Source: an optimization exercise on an open RTL-to-GDS flow (aim: small area, a short achievable clock period and few clock cycles per item). Production flows keep margins and buffers that such runs may drop.
In this exercise RTL edits were held to simulation tests only and were not proved equivalent to the original.
No activity file was given, so power comes from the tool's default toggle rates.

==> flow/design.v (excerpt) <==
module register_vm_execute_unit #(
	parameter int NUM_REGS  = rvx_pkg::NUM_REGS_DEF,
	parameter int MEM_WORDS = rvx_pkg::MEM_WORDS_DEF
) (
	input  logic                           clk,
	input  logic                           arst_n,
	input  logic                           start,
	output logic                           busy,
	input  logic [rvx_pkg::CMD_W-1:0]      cmd,
	input  logic [rvx_pkg::REG_FLD_W-1:0]  dest_reg,
	input  logic [rvx_pkg::REG_FLD_W-1:0]  src_reg,
	input  logic [rvx_pkg::ADDR_FLD_W-1:0] mem_addr,
	input  logic [rvx_pkg::WORD_W-1:0]     immediate,
	output logic                           strobe,
	output logic [rvx_pkg::WORD_W-1:0]     value,
	output logic [rvx_pkg::STATUS_W-1:0]   status
);
clock: 5.2 ns
lec_check: 0
abc_clock_period_in_ps: 2200
cap_margin: 20
core_margin: 2
core_utilization: 40
cts_cluster_diameter: 100
cts_cluster_size: 24
setup_slack_margin: 2.5
slew_margin: 20
tns_end_percent: 100
run.sh (not shown) runs the stock make flow with config.mk's settings and CLKGATE_MAP_FILE= SYNTH_SCRIPT=/design/flow/synth_recipe.tcl, a recipe that flattens the netlist after the stock synthesis.
The first run completed without violations.
Testbench counts at the start, summed over its fixed seeds: cycles 24,016, items 24,000.
Change:
--- a/flow/design.v
+++ b/flow/design.v
@@ -129,24 +129,22 @@
 	typedef logic [rvx_pkg::ADDR_FLD_W-1:0] maddr_t;
 	function automatic logic b_is_reg(input cmd_t c);
 		b_is_reg = (c == rvx_pkg::CMD_ADD) || (c == rvx_pkg::CMD_MOVE_REG) ||
 		           (c == rvx_pkg::CMD_STORE);
 	endfunction
 	logic [NR-1:0][W-1:0] regs;
-	logic [NM-1:0][W-1:0] mem_q;    
-	logic                 phase_q;
+	logic [NM-1:0][W-1:0] mem_q;
 	logic clearing_q;
 	logic accept;
 	logic                 v1;
 	cmd_t                 cmd1;
 	ridx_t                d1;
 	ridx_t                s1;
 	maddr_t               a1;
 	rvx_pkg::word_t       imm1;
 	logic [NQ-1:0][W-1:0] mq1;        
-	logic                 ph1;        
 	logic                 mf1;        
 	logic                 mf2;        
 	rvx_pkg::word_t       mf2_data;
 	logic                 fa_add;     
 	logic                 fa_oth;     
 	logic                 fa_wb;      
@@ -160,29 +158,28 @@
 	rvx_pkg::word_t op_a2;
 	rvx_pkg::word_t op_b2;
 	rvx_pkg::word_t               ex_value;
 	logic [rvx_pkg::STATUS_W-1:0] ex_status;
 	rvx_pkg::word_t               ex_sum;
 	logic                         ex_carry;
+	rvx_pkg::word_t               mem_wd;     
 	rvx_pkg::word_t wb_q;
 	logic [NR-1:0]  reg_wen_q;
 	logic                         strobe_q;
 	rvx_pkg::word_t               value_q;
 	logic [rvx_pkg::STATUS_W-1:0] status_q;
 	assign busy   = clearing_q;
 	assign accept = start & ~clearing_q;
 	always_ff @(posedge clk or negedge arst_n) begin
 		if (!arst_n) begin
 			clearing_q <= 1'b1;
-			phase_q    <= 1'b0;
 			v1         <= 1'b0;
 			v2         <= 1'b0;
 			strobe_q   <= 1'b0;
 		end else begin
 			clearing_q <= 1'b0;
-			phase_q    <= ~clearing_q & ~phase_q;
 			v1         <= accept;
 			v2         <= v1;
 			strobe_q   <= v2;
 		end
 	end
 	logic [NQ-1:0][W-1:0] mem_qrd0;
@@ -195,13 +192,12 @@
 		cmd1 <= cmd;
 		d1   <= dest_reg;
 		s1   <= src_reg;
 		a1   <= mem_addr;
 		imm1 <= immediate;
 		mq1  <= mem_qrd0;
-		ph1  <= phase_q;
 		mf1      <= v1 & (cmd1 == rvx_pkg::CMD_STORE) & (mem_addr == a1) & ~b_is_reg(cmd) &
 		            (cmd != rvx_pkg::CMD_MOVE_IMM);
 		mf2      <= v2 & (cmd2 == rvx_pkg::CMD_STORE) & (mem_addr == a2);
 		mf2_data <= op_b2;
 		fa_add   <= v1 & (cmd1 == rvx_pkg::CMD_ADD) & (dest_reg == d1);
 		fa_oth   <= v1 & rvx_pkg::writes_reg_other(cmd1) & (dest_reg == d1);
@@ -216,13 +212,13 @@
 	rvx_pkg::word_t op_a1;
 	rvx_pkg::word_t op_b1;
 	always_comb begin
 		if (mf2) begin
 			mem_rd1 = mf2_data;
 		end else begin
-			mem_rd1 = mq1[a1[7:6]] ^ {W{ph1}};
+			mem_rd1 = mq1[a1[7:6]];
 		end
 	end
 	rvx_pkg::word_t reg_a1;
 	rvx_pkg::word_t reg_b1;
 	always_comb begin
 		reg_a1 = '0;
@@ -282,19 +278,14 @@
 				regs[i] <= wb_q;
 			end
 		end
 	end
 	logic [15:0]    set_hi_q;
 	logic [15:0]    set_lo_q;
-	logic [15:0]    sel_hi_q;
-	logic [15:0]    sel_lo_q;
 	logic [15:0]    st_hi1;
 	logic [15:0]    st_lo1;
-	rvx_pkg::word_t mem_wx;
-	logic [NM-1:0]  mem_set;
-	logic [NM-1:0]  mem_keep;
 	always_comb begin
 		for (int i = 0; i < 16; i++) begin
 			st_hi1[i] = v1 & (cmd1 == rvx_pkg::CMD_STORE) & (a1[7:4] == 4'(i));
 			st_lo1[i] = (a1[3:0] == 4'(i));
 		end
 	end
@@ -304,31 +295,18 @@
 			set_lo_q <= '1;
 		end else begin
 			set_hi_q <= st_hi1;
 			set_lo_q <= st_lo1;
 		end
 	end
-	always_ff @(posedge clk or negedge arst_n) begin
-		if (!arst_n) begin
-			sel_hi_q <= '0;
-			sel_lo_q <= '0;
-		end else begin
-			sel_hi_q <= st_hi1;
-			sel_lo_q <= st_lo1;
-		end
-	end
-	assign mem_wx = op_b2 ^ {W{phase_q}};
-	always_comb begin
-		for (int i = 0; i < NM; i++) begin
-			mem_set[i]  = set_hi_q[i / 16] & set_lo_q[i % 16];
-			mem_keep[i] = ~(sel_hi_q[i / 16] & sel_lo_q[i % 16]);
-		end
-	end
+	assign mem_wd = op_b2 & {W{v2}};
 	always_ff @(posedge clk) begin
 		for (int i = 0; i < NM; i++) begin
-			mem_q[i] <= ~((mem_q[i] | {W{mem_set[i]}}) & (mem_wx | {W{mem_keep[i]}}));
+			if (set_hi_q[i / 16] & set_lo_q[i % 16]) begin
+				mem_q[i] <= mem_wd;
+			end
 		end
 	end
 	always_ff @(posedge clk) begin
 		value_q  <= ex_value;
 		status_q <= ex_status;
 	end
=> Global-route usage drops by 6.2 points; critical path depth goes up by 4; wire length falls by 20%; sequential power came out higher by about 13%; setup slack gets worse by 0.022 ns; maximum frequency decreases by about 0.75%; die area rose by 5.1%; sequential cell count goes down by 34.
Testbench counts after the change, summed over its fixed seeds: cycles 24,016, items 24,000.

separate check: timing with driven ports:
The results above use ideal ports. As a check the final layouts listed here were re-extracted and re-timed, cells and wires unchanged. Step 1: set_driving_cell puts a clkbuf_16 on clk and a buf_2 on each other input, an assumption about the parent block. Step 2 adds t to the input delays and takes it off the output delays; t is the mean of the earliest and latest rising clock arrival at the registers after step 1. Input paths then give back, and output paths get back, about the clock's delay inside the block. Slacks: ideal / step 1 / step 2; pairs: ideal / step 1.
| run | t, ns | slack for setup (ns) | worst hold slack (ns) | worst register clock-pin slew, ns | worst slew at a driven data input, ns | pins driven straight from the clock port |
|---|---|---|---|---|---|---|
| the first run | 1.070 | 2.355 / 2.227 / 1.158 | 0.029 / -0.039 / 0.431 | 0.11 / 0.11 | 0.36 | 1 |
| the second run | 1.062 | 2.334 / 2.280 / 1.219 | 0.462 / 0.452 / 0.462 | 0.11 / 0.11 | 0.30 | 1 |
After both steps setup and hold are still met in every run listed. For the first run, which loses most, drivers alone change the setup slack by -0.128 ns; drivers and shift together by -1.197 ns.
